This design comes from an exercise in tuning for small area and a short achievable clock period on the open sky130 flow, not from production work. In this exercise RTL edits were held to simulation tests only and were not proved equivalent to the original. No activity file was given, so power comes from the tool's default toggle rates.

--- flow/run.sh ---
#!/bin/bash
# synth_recipe.tcl (not shown) runs the flow's synth.tcl, then flattens the netlist and writes it again
# the make line also repeats each setting of config.mk as NAME=value (left out here)
make -C /OpenROAD-flow-scripts/flow DESIGN_CONFIG=/design/flow/config.mk WORK_HOME=/design/flow/orfs CLKGATE_MAP_FILE= SYNTH_SCRIPT=/design/flow/synth_recipe.tcl finish
--- flow/config.mk ---
export PLATFORM = sky130hd
export DESIGN_NAME = wide_mult_result_serializer
export DESIGN_NICKNAME = wide_mult_result_serializer
export VERILOG_FILES = /design/flow/design.v
export SDC_FILE = /design/flow/constraint.sdc
export NUM_CORES = 4
export LEC_CHECK = 0
export CAP_MARGIN = 20
export CORE_MARGIN = 2
export CORE_UTILIZATION = 60
export CTS_CLUSTER_DIAMETER = 60
export CTS_CLUSTER_SIZE = 30
export SETUP_SLACK_MARGIN = 2.5
export SLEW_MARGIN = 20
export TNS_END_PERCENT = 10
--- flow/constraint.sdc ---
create_clock -name core_clock -period 5.5 [get_ports {clock}]
set_input_delay 1.1000 -clock core_clock [delete_from_list [all_inputs] [get_ports {clock}]]
set_output_delay 1.1000 -clock core_clock [all_outputs]
set_load 0.01 [all_outputs]
--- flow/design.v ---
module wide_mult_result_serializer #(
  parameter int LATENCY = 7,
  parameter int DEPTH   = 8
) (
  input  logic         clock,
  input  logic         resetn,
  input  logic         start,
  input  logic [255:0] return_val,
  input  logic         clear,
  output logic [63:0]  out_data,
  output logic         out_valid,
  input  logic         out_ready,
  output logic         out_last,
  output logic [7:0]   out_tag,
  output logic [4:0]   fifo_count,
  output logic         overflow
);
  localparam int PW = $clog2(DEPTH);
  logic [LATENCY-1:0] tracker;
  logic [LATENCY-1:0] tracker_next;
  logic               capture;
  logic [255:0]       mem_d [DEPTH];
  logic [7:0]         mem_t [DEPTH];
  logic [PW-1:0]      wr_ptr;
  logic [PW-1:0]      rd_ptr;
  logic [PW-1:0]      ra_ent;
  logic [1:0]         ra_word;
  logic [1:0]         beat;
  logic [7:0]         seq;
  logic [4:0]         count;
  logic               valid_r;
  logic               full_r;
  logic               multi_r;    
  logic [63:0]        data_r;
  logic [7:0]         tag_r;
  logic               last_r;
  logic               ovf_r;
  logic               xfer;
  logic               pop;
  logic               store;
  logic               we;
  logic [1:0]         beat_n;
  logic [PW-1:0]      rd_ptr_n;
  logic [4:0]         count_n;
  logic [63:0]        rd_word;
  logic [7:0]         rd_tag;
  logic               sel_rd;
  logic               sel_rv;
  logic               sel_hold;
  logic               tsel_rd;
  logic               tsel_hold;
  generate
    if (LATENCY > 1) begin : g_shift
      assign tracker_next = {tracker[LATENCY-2:0], start};
    end else begin : g_single
      assign tracker_next = start;
    end
  endgenerate
  assign capture = tracker[LATENCY-1];
  assign xfer    = valid_r & out_ready;
  assign pop     = xfer & (beat == 2'd3);
  assign store   = capture & (~full_r | pop);
  assign we      = capture & (~full_r | (beat == 2'd3));
  assign beat_n   = xfer ? beat + 2'd1 : beat;
  assign rd_ptr_n = pop ? rd_ptr + 1'b1 : rd_ptr;
  always_comb begin
    count_n = count;
    if (store && !pop) count_n = count + 5'd1;
    else if (pop && !store) count_n = count - 5'd1;
  end
  assign rd_word = mem_d[ra_ent][64*ra_word +: 64];
  assign rd_tag  = mem_t[ra_ent];
  assign sel_rd    = xfer & ((beat != 2'd3) | multi_r);
  assign sel_rv    = capture & ((pop & ~multi_r) | ~valid_r);
  assign sel_hold  = ~xfer & valid_r;
  assign tsel_rd   = pop & multi_r;
  assign tsel_hold = valid_r & ~pop;
  always_ff @(posedge clock or negedge resetn) begin
    if (!resetn) begin
      tracker <= '0;
      wr_ptr  <= '0;
      rd_ptr  <= '0;
      ra_ent  <= '0;
      ra_word <= 2'd1;
      beat    <= 2'd0;
      seq     <= 8'd0;
      count   <= 5'd0;
      valid_r <= 1'b0;
      full_r  <= 1'b0;
      multi_r <= 1'b0;
      data_r  <= '0;
      tag_r   <= '0;
      last_r  <= 1'b0;
      ovf_r   <= 1'b0;
    end else if (clear) begin
      tracker <= '0;
      wr_ptr  <= '0;
      rd_ptr  <= '0;
      ra_ent  <= '0;
      ra_word <= 2'd1;
      beat    <= 2'd0;
      seq     <= 8'd0;
      count   <= 5'd0;
      valid_r <= 1'b0;
      full_r  <= 1'b0;
      multi_r <= 1'b0;
      data_r  <= '0;
      tag_r   <= '0;
      last_r  <= 1'b0;
      ovf_r   <= 1'b0;
    end else begin
      tracker <= tracker_next;
      if (capture) seq <= seq + 8'd1;
      if (store) wr_ptr <= wr_ptr + 1'b1;
      rd_ptr  <= rd_ptr_n;
      beat    <= beat_n;
      ra_ent  <= (beat_n == 2'd3) ? rd_ptr_n + 1'b1 : rd_ptr_n;
      ra_word <= beat_n + 2'd1;
      count   <= count_n;
      valid_r <= (count_n != 5'd0);
      full_r  <= (count_n == 5'(DEPTH));
      multi_r <= (count_n > 5'd1);
      last_r  <= (count_n != 5'd0) & (beat_n == 2'd3);
      if (capture & full_r & ~pop) ovf_r <= 1'b1;
      data_r  <= (rd_word & {64{sel_rd}}) | (return_val[63:0] & {64{sel_rv}}) |
                 (data_r & {64{sel_hold}});
      tag_r   <= (rd_tag & {8{tsel_rd}}) | (seq & {8{sel_rv}}) |
                 (tag_r & {8{tsel_hold}});
    end
  end
  always_ff @(posedge clock) begin
    if (we) begin
      mem_d[wr_ptr] <= return_val;
      mem_t[wr_ptr] <= seq;
    end
  end
  assign out_data   = data_r;
  assign out_valid  = valid_r;
  assign out_last   = last_r;
  assign out_tag    = tag_r;
  assign fifo_count = count;
  assign overflow   = ovf_r;
endmodule
==> impl_metrics.json, run 1 <==
{
  "finalSetupTns_ps": 0,
  "final_core_util": 0.6848,
  "r2r_cells": 3,
  "r2r-start": "tracker[6]$_DFF_PN0_",
  "antenna_found_initial": 59,
  "die_w_um": 380.3,
  "min_path_type": "in -> async",
  "mostFrequentLayoutCells": "2112 x edfxtp_1, 524 x mux4_2, 338 x clkdlybuf4s50_1",
  "initial_utilization": 0.6022,
  "p_switching_mw": 6.175,
  "num-nets-final": 4377,
  "cts_buffer_depth": 3,
  "post-route-min-period_ps": 3213,
  "std_cell_rows": 138,
  "syn_area_um2": 84950,
  "grt_overflow": 0,
  "hold-worst-slack_ps": 428.0,
  "relSlewSlack": 0.2569,
  "mostFrequentLayoutCell": "edfxtp_1",
  "dp_cells": 5819,
  "path_class": "reg -> reg",
  "grt.total_usage": 0.2696,
  "drcViolationCount": 0,
  "powerDensity_nw_per_um2": 316.1,
  "h-tree-depth": 4,
  "syn-num-nets": 3993,
  "netSwitchingFraction": 0.2022,
  "grt_max_degree": 112,
  "ys_seq_area_frac": 0.7790,
  "clockRootBuffer": "clkbuf_16",
  "dp_hpwl_um": 108000,
  "slowest_stage": "nor2_4",
  "dieArea_um2": 144600,
  "synth-async-reset-ratio": 0.04950,
  "synthFlopType": "edfxtp_1",
  "syn_to_final_growth_pct": 13.73,
  "wl_um": 193400,
  "outcome": "no timing/DRC/antenna violations",
  "cts.sinks": 2222,
  "fp.dieH_um": 380.3,
  "required_ps": 5930,
  "worst_path_largest_cell_delay_ps": 890,
  "globalplace.congestion": 0.8154,
  "finalSetupViolCount": 0,
  "core_um2": 141100,
  "finalHoldViolCount": 0,
  "clock_skew_ps": 23.38,
  "power_frac_seq": 0.605,
  "cp_max_fo": 68,
  "crit_chain": "o211ai_1 > nor2_4 > buf_12",
  "drive_above_1_share": 0.2364,
  "max-cap-violations": 0,
  "routed-via-count": 39873,
  "drt_pass1_iterations": 8,
  "r2r-end": "mem_d[5][120]$_DFFE_PP_",
  "r2r_setup_slack_ps": 2290,
  "finalNonFillerCells": 6144,
  "post_synth.cell_area_avg_um2": 22.81,
  "cts_tree": "yes",
  "ant_nets": 0,
  "clk_pin_slew_ps": 80,
  "p_clk_frac": 0.381,
  "rsz0062_at_grt": "true",
  "start_kind": "flop",
  "power.leakage_nw": 29.15,
  "port_buffers": 340,
  "critPathArrivalTime_ps": 3650,
  "synth-seq-cells": 2222,
  "wire_per_inst_um": 31.49,
  "max_freq_mhz": 311.2,
  "grt_pass1_wl_um": 280000,
  "critical-path-top-delay-family": "simple AND/OR/NAND/NOR gates",
  "io_pins": 341,
  "synth_cell_types": 45,
  "end_kind": "flop",
  "combPwrFrac": 0.014,
  "path_buf_inv": 1,
  "tightest_slew_ps": 1110,
  "cts_buffers": 145,
  "synth_edf_count": 2112,
  "drt_iter0_drc": 4127,
  "intPower_mw": 24.36,
  "syn_inst": 3724,
  "worst_ir_drop_vdd_uv": 279.0,
  "fin_crit_sh": 0.5842,
  "fillers": 8683,
  "clock_latency_ps": 800,
  "grt_pass1_vias": 40675,
  "slew_violations": 0,
  "viasPerCell": 6.490,
  "yosys_warnings": 1
}
-- power by group through the flow --
stage | registers [mW] | logic [mW] | clock network, mW
final | 18.5 | 0.431 | 11.6
after global routing | 18.5 | 0.469 | 12.4
after CTS | 18.5 | 0.432 | 11.9
after detailed placement | 18.9 | 0.430 | 0
after global placement | 18.9 | 0.393 | 0
after floorplan | 18.9 | 0.0278 | 0
-- cells by family after synthesis --
| logic type | share of synthesized area |
|---|---|
| mux | 0.1718 |
| compound gates | 0.02495 |
| fa+ha+maj | 0.001178 |
| simple gates | 0.009825 |
| xor+xnor | 0.001547 |
| flops | 0.7790 |
| buf+inv | 0.01170 |
-- metrics by stage --
step | area [µm²] | setup slack (ps) | power (mW)
6_report | 96610 | 2287 | 30.54
5_1_grt | 96580 | 2128 | 31.38
4_1_cts | 96330 | 2233 | 30.77
3_5_place_dp | 90980 | 1514 | 19.30
3_3_place_gp | 90980 | 1627 | 19.26
2_1_floorplan | 85030 | -2305 | 18.90
-- layer usage --
layer | vias to the layer above | part of all wire | global-route usage
met5 | - | 0.0016 | 0
met4 | 50 | 0.023 | 0.07275
met3 | 292 | 0.086 | 0.06062
met1 | 21354 | 0.42 | 0.4003
li1 | 16612 | - | -
met2 | 1565 | 0.47 | 0.4131
-- cell usage after synthesis (2+ instances only) --
library cell / count / share of area
buf_1: 17 / 0.00075
nand3_1: 14 / 0.00082
a222oi_1: 8 / 0.00094
nand2b_1: 4 / 0.00029
o22a_1: 60 / 0.0062
a22oi_1: 68 / 0.0060
buf_4: 5 / 0.00044
dfrtp_1: 109 / 0.032
a21oi_1: 66 / 0.0039
o22ai_1: 8 / 0.00059
and3_1: 3 / 0.00022
nor2_1: 98 / 0.0043
nand2_1: 21 / 0.00093
or3_1: 2 / 0.00015
o221ai_1: 61 / 0.0063
clkbuf_1: 86 / 0.0038
mux2_2: 70 / 0.0093
a21boi_0: 2 / 0.00018
o21ai_0: 2 / 0.00012
buf_2: 104 / 0.0061
a31oi_1: 4 / 0.00029
buf_6: 2 / 0.00027
inv_1: 7 / 0.00031
mux2i_1: 200 / 0.024
edfxtp_1: 2112 / 0.75
nand3b_1: 3 / 0.00027
nand4_1: 4 / 0.00029
o211ai_1: 3 / 0.00027
xor2_1: 9 / 0.00093
nor2b_1: 16 / 0.0012
xnor2_1: 6 / 0.00062
nor3_1: 7 / 0.00041
ha_1: 8 / 0.0012
mux4_2: 524 / 0.14
-- worst max-delay path by stage --
stage,from,endpoint,slack (ps),cells after the start
floorplan,beat[0]$_DFF_PN0_,mem_d[1][0]$_DFFE_PP_,-2310,4
global placement,out_ready,data_r[40]$_DFF_PN0_,1630,6
detailed placement,out_ready,data_r[52]$_DFF_PN0_,1510,6
CTS,tracker[6]$_DFF_PN0_,mem_d[2][140]$_DFFE_PP_,2230,3
global route,tracker[6]$_DFF_PN0_,mem_d[5][113]$_DFFE_PP_,2130,3
finish,tracker[6]$_DFF_PN0_,mem_d[5][120]$_DFFE_PP_,2290,3
-- flip-flops by register name, summed over array words and instances (netlist names) --
register	flops
last_r	1
multi_r	1
count	5
full_r	1
tracker	7
data_r	64
valid_r	1
mem_t	64
rd_ptr	3
ra_word	2
wr_ptr	3
seq	8
ra_ent	3
ovf_r	1
mem_d	2048
beat	2
tag_r	8
-- layout make-up --
class	count	area (µm²)	share of cell area
clock inverters	108	1125	0.01164
well taps	1890	2365	0.02448
diodes	24	60.06	0.0006216
clock buffers	161	3954	0.04093
repair buffers	450	4962	0.05136
inverters	7	26.28	0.0002720
multi-input cells	1282	17930	0.1856
flip-flops and latches	2222	66190	0.6851
-- worst reg2reg max path: cells and delay by family (launching register included) --
family | cells | cell delay (ps)
AO/OA/AOI/OAI | 1 | 550
buffers and inverters | 1 | 530
flip-flops | 1 | 810
AND/OR/NAND/NOR | 1 | 900
-- what timing repair did --
item,in CTS,in global routing
resized for setup,14,0
pin swaps,1,3
gates cloned,1,1
hold endpoints to repair,0,0
hold buffers,0,0
buffers inserted,14,15
setup endpoints to repair,1148,1065
==> run 2, diff against run 1 <==
--- a/flow/config.mk
+++ b/flow/config.mk
@@ -12,4 +12,3 @@
 export CTS_CLUSTER_SIZE = 30
-export SETUP_SLACK_MARGIN = 2.5
+export SETUP_SLACK_MARGIN = 3.0
 export SLEW_MARGIN = 20
-export TNS_END_PERCENT = 10
==> run 2 against run 1 <==
  * Still clean
  * Critical path depth up 5
  * Sequential share of layout area decreased by 2.3 points
  * Register-to-register slack improved by 670 ps
  * Synthesized area is the same
  * Cell count grew 2.4%
  * Critical path type unchanged
==> impl_metrics.json, run 2 <==
{
  "grt_pass1_wl_um": 290700,
  "tightest_slew_ps": 872.5,
  "cts.sinks": 2222,
  "syn-num-nets": 3993,
  "core_um2": 141100,
  "wl_um": 210700,
  "outcome": "no timing/DRC/antenna violations",
  "wire_per_inst_um": 33.51,
  "syn_area_um2": 84950,
  "hold-worst-slack_ps": 314.3,
  "drive_above_1_share": 0.3051,
  "power.leakage_nw": 30.83,
  "yosys.area.top_type": "edfxtp_1",
  "r2r-start": "ra_ent[0]$_DFF_PN0_",
  "viasPerCell": 6.566,
  "dieArea_um2": 144600,
  "max_freq_mhz": 393.2,
  "synth_top_area_frac": 0.7466,
  "relSlewSlack": 0.4183,
  "synth_adder_area_share": 0.001178,
  "h-tree-depth": 4,
  "synth-async-reset-ratio": 0.04950,
  "start_kind": "flop",
  "largest-register": "mem_d",
  "fp.dieH_um": 380.3,
  "finalHoldViolCount": 0,
  "synth.mux.area_fraction": 0.1718,
  "drcViolationCount": 0,
  "ys_seq_area_frac": 0.7790,
  "end_kind": "flop",
  "reg.largest.list": "mem_d x2048, data_r x64, mem_t x64",
  "worst_ir_drop_vdd_uv": 415.2,
  "clock_latency_ps": 800,
  "fillers": 8389,
  "cts_buffers": 145,
  "r2r_setup_slack_ps": 2960,
  "initial_utilization": 0.6022,
  "synth_compound_area_frac": 0.02495,
  "cts_tree": "yes",
  "clockRootBuffer": "clkbuf_16",
  "port_buffers": 340,
  "post-route-min-period_ps": 2543,
  "synth-seq-cells": 2222,
  "mostFrequentLayoutCells": "2112 x edfxtp_1, 524 x mux4_2, 257 x clkdlybuf4s50_1",
  "ant_nets": 0,
  "grt_overflow": 0,
  "path_class": "reg -> reg",
  "critPathArrivalTime_ps": 3190,
  "finalSetupViolCount": 0,
  "fin_crit_sh": 0.4624,
  "rsz0062_at_grt": "true",
  "largest_reg_flops": 2048,
  "clk_pin_slew_ps": 80,
  "yosys_warnings": 1,
  "cts_buffer_depth": 3,
  "r2r-end": "data_r[0]$_DFF_PN0_",
  "num-nets-final": 4532,
  "synthFlopType": "edfxtp_1",
  "grt_max_degree": 109,
  "synth_cell_types": 45,
  "syn_to_final_growth_pct": 17.77,
  "r2r_cells": 8,
  "synth_edf_count": 2112,
  "routed-via-count": 41291,
  "synth_area_leaders": "edfxtp_1 75%, mux4_2 14%, dfrtp_1 3.2%, mux2i_1 2.4%, mux2_2 0.93%",
  "drt_iter0_drc": 4448,
  "dp_hpwl_um": 109000,
  "slew_violations": 0,
  "globalplace.congestion": 0.8050,
  "max-cap-violations": 0,
  "powerDensity_nw_per_um2": 309.0,
  "fin_total_pwr_mw": 30.91,
  "synth_commonest_cells": "2112 x edfxtp_1, 524 x mux4_2, 200 x mux2i_1, 109 x dfrtp_1, 104 x buf_2",
  "synth_top_family_by_area": "multiplexers",
  "fin_ws_ps": 2957,
  "grt_pass1_vias": 41478,
  "post_synth.cell_area_avg_um2": 22.81,
  "drt_pass1_iterations": 7,
  "clock_skew_ps": 25.49,
  "antenna_found_initial": 58,
  "cp_max_fo": 7,
  "required_ps": 6140,
  "synth_xor_area_frac": 0.001547,
  "min_path_type": "in -> async",
  "yosys.cell_count.top_type": "edfxtp_1",
  "std_cell_rows": 138,
  "pre_cts_ws_ps": 1414,
  "syn_inst": 3724,
  "io_pins": 341,
  "synthSimpleGateAreaFrac": 0.009825,
  "holdBufCountCts": 0,
  "grt.total_usage": 0.2819,
  "mostFrequentLayoutCell": "edfxtp_1",
  "die_w_um": 380.3
}
[run 2: changes by cell type in the layout (fill, tap and decap cells not counted), moves of 17 or more]
cell / before / now
buf_4: 54 / 117
buf_2: 0 / 47
buf_6: 2 / 47
mux2i_1: 200 / 183
a21oi_4: 0 / 50
a21oi_1: 56 / 7
clkbuf_16: 157 / 187
buf_16: 3 / 39
clkdlybuf4s50_1: 338 / 257
[run 2: metal layers]
layer,vias up,GRT usage,share of wire
met2,1739,0.4473,0.49
met4,58,0.07136,0.022
met3,308,0.06786,0.091
met1,22229,0.4024,0.40
li1,16957,-,-
met5,-,0,0.0017
[run 2: how the worst max path moves through the flow]
stage,start,slack [ps],end
6_report,ra_ent[0]$_DFF_PN0_,2960,data_r[0]$_DFF_PN0_
5_1_grt,ra_ent[0]$_DFF_PN0_,2910,data_r[0]$_DFF_PN0_
4_1_cts,ra_ent[0]$_DFF_PN0_,2810,data_r[49]$_DFF_PN0_
3_5_place_dp,out_ready,1410,data_r[31]$_DFF_PN0_
3_3_place_gp,out_ready,1550,data_r[35]$_DFF_PN0_
2_1_floorplan,beat[0]$_DFF_PN0_,-2300,mem_d[1][0]$_DFFE_PP_
[run 2: cell families (layout without fill, tap and decap cells)]
logic type / count (synthesis) / after routing
other cells: 0 / 14
fa+ha+maj: 8 / 8
flops: 2222 / 2222
xor+xnor: 15 / 15
mux: 794 / 794
compound gates: 284 / 284
buf+inv: 221 / 882
simple gates: 180 / 180
[run 2: cell type report]
type | instances | area, µm² | area share
Antenna cell | 14 | 35.03 | 0.0003502
Clock buffer | 164 | 3955 | 0.03954
Clock inverter | 105 | 1271 | 0.01271
Inverter | 7 | 26.28 | 0.0002627
Multi-Input combinational cell | 1281 | 18710 | 0.1870
Sequential cell | 2222 | 66210 | 0.6618
Tap cell | 1890 | 2365 | 0.02364
Timing Repair Buffer | 606 | 7471 | 0.07468
[run 2: per-stage QoR]
step	TNS, ps	area, µm²	util	std cells
floorplan	-1204500	85030	-	3724
global placement	0	91020	0.6452	5824
detailed placement	0	91020	0.6452	5824
CTS	0	98100	0.6954	6175
global route	0	100000	0.7090	6283
finish	0	100000	0.7091	6289
[run 2: worst max-delay path: stages (launching register included)]
cell,delay [ps]
dfrtp_4,540
buf_16,210
buf_12,160
clkbuf_16,170
mux4_2,510
mux2i_2,170
nor2_2,70
a21oi_4,360
o221ai_2,160
[run 2: where the power goes]
part	internal, mW	leakage, nW	switching, mW
registers	18.5	20.5	0.00298
logic	0.180	7.81	0.262
clock network	6.05	2.52	5.94
[run 2: timing repair]
item	in CTS	in global routing
pin swaps	7	22
gates resized for setup	541	115
endpoints found under the setup margin	2257	840
setup buffers	62	62
gates cloned	20	38
==> run 3, diff against run 2 <==
--- a/flow/config.mk
+++ b/flow/config.mk
@@ -9,6 +9,3 @@
 export CORE_MARGIN = 2
-export CORE_UTILIZATION = 60
-export CTS_CLUSTER_DIAMETER = 60
-export CTS_CLUSTER_SIZE = 30
-export SETUP_SLACK_MARGIN = 3.0
+export CORE_UTILIZATION = 40
 export SLEW_MARGIN = 20
==> run 3 against run 2 <==
  * Combinational power is essentially flat
  * Global-route usage shrank 9.3 points
  * Register-to-register slack lost 900 ps
  * Sequential power is essentially flat
  * Clock skew grew 25 ps
  * Clock power grew 22%
  * Synthesized area is the same
  * Critical path type unchanged
==> impl_metrics.json, run 3 <==
{
  "drt_pass1_iterations": 6,
  "std_cell_rows": 169,
  "cp_max_fo": 32,
  "viasPerCell": 5.550,
  "finalSetupViolCount": 0,
  "yosys_warnings": 1,
  "powerDensity_nw_per_um2": 337.2,
  "fin_crit_sh": 0.6261,
  "clockRootBuffer": "clkbuf_16",
  "slew_violations": 0,
  "grt_pass1_vias": 41002,
  "pre_cts_ws_ps": 1415,
  "ant_nets": 0,
  "finalSetupTns_ps": 0,
  "drt_iter0_drc": 3669,
  "start_kind": "flop",
  "num-nets-final": 4436,
  "syn_inst": 3724,
  "routed-via-count": 39964,
  "wl_um": 205600,
  "rsz0062_at_grt": "false",
  "fp.dieH_um": 464.8,
  "synth_area_leaders": "edfxtp_1 75%, mux4_2 14%, dfrtp_1 3.2%, mux2i_1 2.4%, mux2_2 0.93%",
  "finalNonFillerCells": 7201,
  "outcome": "no timing/DRC/antenna violations",
  "max_freq_mhz": 290.4,
  "drive_above_1_share": 0.2348,
  "synth_edf_count": 2112,
  "initial_utilization": 0.4013,
  "dp_hpwl_um": 116000,
  "post-route-min-period_ps": 3444,
  "r2r_setup_slack_ps": 2060,
  "r2r-start": "ra_ent[0]$_DFF_PN0_",
  "cts_buffer_depth": 3,
  "grt_overflow": 0,
  "clock_latency_ps": 870,
  "grt.total_usage": 0.1894,
  "grt_pass1_wl_um": 297300,
  "dieArea_um2": 216100,
  "post_synth.cell_area_avg_um2": 22.81,
  "clk_pin_slew_ps": 60,
  "port_buffers": 340,
  "wire_per_inst_um": 28.55,
  "largest-register": "mem_d",
  "syn_area_um2": 84950,
  "cts_tree": "yes",
  "yosys.cell_count.top_type": "edfxtp_1",
  "die_w_um": 464.8,
  "synthFlopType": "edfxtp_1",
  "yosys.area.top_type": "edfxtp_1",
  "synth_top_area_frac": 0.7466,
  "min_path_type": "in -> async",
  "mostFrequentLayoutCell": "edfxtp_1",
  "startpoint": "ra_ent[0]$_DFF_PN0_",
  "holdBufCountCts": 0,
  "ys_seq_area_frac": 0.7790,
  "cts_resized": 0,
  "stdcell_area_um2": 99490,
  "fillers": 17232,
  "cts.sinks": 2222,
  "antenna_found_initial": 84,
  "globalplace.congestion": 0.7432,
  "syn-num-nets": 3993,
  "h-tree-depth": 4,
  "drcViolationCount": 0,
  "tightest_slew_ps": 1208,
  "fin_total_pwr_mw": 33.55,
  "grt_max_degree": 100,
  "post_cts_buffers": 0,
  "max-cap-violations": 0,
  "power.leakage_nw": 30.01,
  "syn_to_final_growth_pct": 17.12,
  "cts_buffers": 221,
  "mostFrequentLayoutCells": "2112 x edfxtp_1, 524 x mux4_2, 338 x clkdlybuf4s50_1",
  "reg.largest.list": "mem_d x2048, data_r x64, mem_t x64",
  "hold-worst-slack_ps": 357.0,
  "core_um2": 211700,
  "dpl_cell_area_um2": 92370,
  "synth-seq-cells": 2222,
  "clock_skew_ps": 50.57,
  "synth_commonest_cells": "2112 x edfxtp_1, 524 x mux4_2, 200 x mux2i_1, 109 x dfrtp_1, 104 x buf_2",
  "required_ps": 6190,
  "io_pins": 341,
  "relSlewSlack": 0.1946,
  "critPathArrivalTime_ps": 4140,
  "synth-async-reset-ratio": 0.04950,
  "path_class": "reg -> reg",
  "end_kind": "flop",
  "synth_cell_types": 45,
  "worst_ir_drop_vdd_uv": 305.1,
  "largest_reg_flops": 2048,
  "finalHoldViolCount": 0,
  "fin_ws_ps": 2056,
  "final_core_util": 0.4700,
  "dp_cells": 6765
}
[run 3: cell types whose count changed in the layout (fill, tap and decap cells not counted), moves of 41 or more]
cell and change:
clkdlybuf4s50_1 +81, a21oi_1 +59, buf_2 -47, clkbuf_1 +48, buf_4 -73, buf_6 -46, clkinv_2 +41, a21oi_4 -50
[run 3: layout make-up]
type | count | area, µm² | area share
clock buffers | 280 | 5792 | 0.05822
clock inverters | 128 | 1246 | 0.01253
diodes | 28 | 70.07 | 0.0007043
well taps | 2821 | 3530 | 0.03548
multi-input cells | 1281 | 17890 | 0.1798
repair buffers | 434 | 4746 | 0.04770
flip-flops and latches | 2222 | 66190 | 0.6653
inverters | 7 | 26.28 | 0.0002641
[run 3: worst paths after layout]
| kind | endpoint | cells past startpoint |
|---|---|---|
| max in group asynchronous | data_r[24]$_DFF_PN0_ | 2 |
| min in group core_clock | tracker[5]$_DFF_PN0_ | 1 |
| setup reg to reg | data_r[47]$_DFF_PN0_ | 6 |
| hold / removal | data_r[6]$_DFF_PN0_ | 1 |
| setup / recovery | data_r[47]$_DFF_PN0_ | 6 |
| hold reg to reg | tracker[5]$_DFF_PN0_ | 1 |
[run 3: where the power goes]
part | internal (mW) | switching (mW)
clock | 8.16 | 6.44
sequential | 18.5 | 0.00312
combinational | 0.176 | 0.263
[run 3: kinds of logic (layout without fill, tap and decap cells)]
logic type	after synthesis	in the layout	share of synthesized area
mux	794	794	0.1718
other cells	0	28	0
flops	2222	2222	0.7790
simple gates	180	180	0.009825
buf+inv	221	849	0.01170
compound gates	284	284	0.02495
fa+ha+maj	8	8	0.001178
xor+xnor	15	15	0.001547
[run 3: layer usage]
layer  vias up  global-route usage  routed length [µm]
met1     21581              0.2687               90110
met2      1187              0.2923               96830
met4        60             0.06115                5374
met3       363             0.04145               12890
met5         -                   0                 364
li1      16773                   -                   -
[run 3: worst max-delay path, stage by stage, from the launching register on]
cell and delay, ps:
dfrtp_4 990, buf_4 430, mux4_2 550, mux2i_1 150, nor2_1 50, a21oi_1 800, o221ai_1 190

==> separate check: timing with driven ports <==
How much do the figures lean on ideal ports? The routed layouts below were timed once more, with nothing changed but the port constraints. Step 1 (the two cells are an assumption about what drives the block):
set clk [get_ports {clock}]
set_driving_cell -lib_cell sky130_fd_sc_hd__clkbuf_16 $clk
set_driving_cell -lib_cell sky130_fd_sc_hd__buf_2 [delete_from_list [all_inputs] $clk]
Step 2, shift: input delay + t, output delay - t, t = (earliest + latest rising clock arrival at the registers) / 2. This alone moves slack from input paths to output paths. a / b / c = ideal / step 1 / step 2; a / b = the first two.
| run | t (ns) | setup WS [ns] | worst register clock-pin slew, ns | worst slew at a driven data input, ns |
|---|---|---|---|---|
| run 1 | 0.872 | 2.287 / 2.287 / 1.651 | 0.10 / 0.10 | 0.18 |
| run 2 | 0.879 | 2.957 / 2.886 / 2.235 | 0.09 / 0.09 | 0.21 |
| run 3 | 0.940 | 2.056 / 2.056 / 1.306 | 0.07 / 0.07 | 0.22 |
After both steps every run listed still meets setup and hold. The setup slack of run 3, which loses most, moves by 0.000 ns with the drivers and by -0.750 ns with both steps.
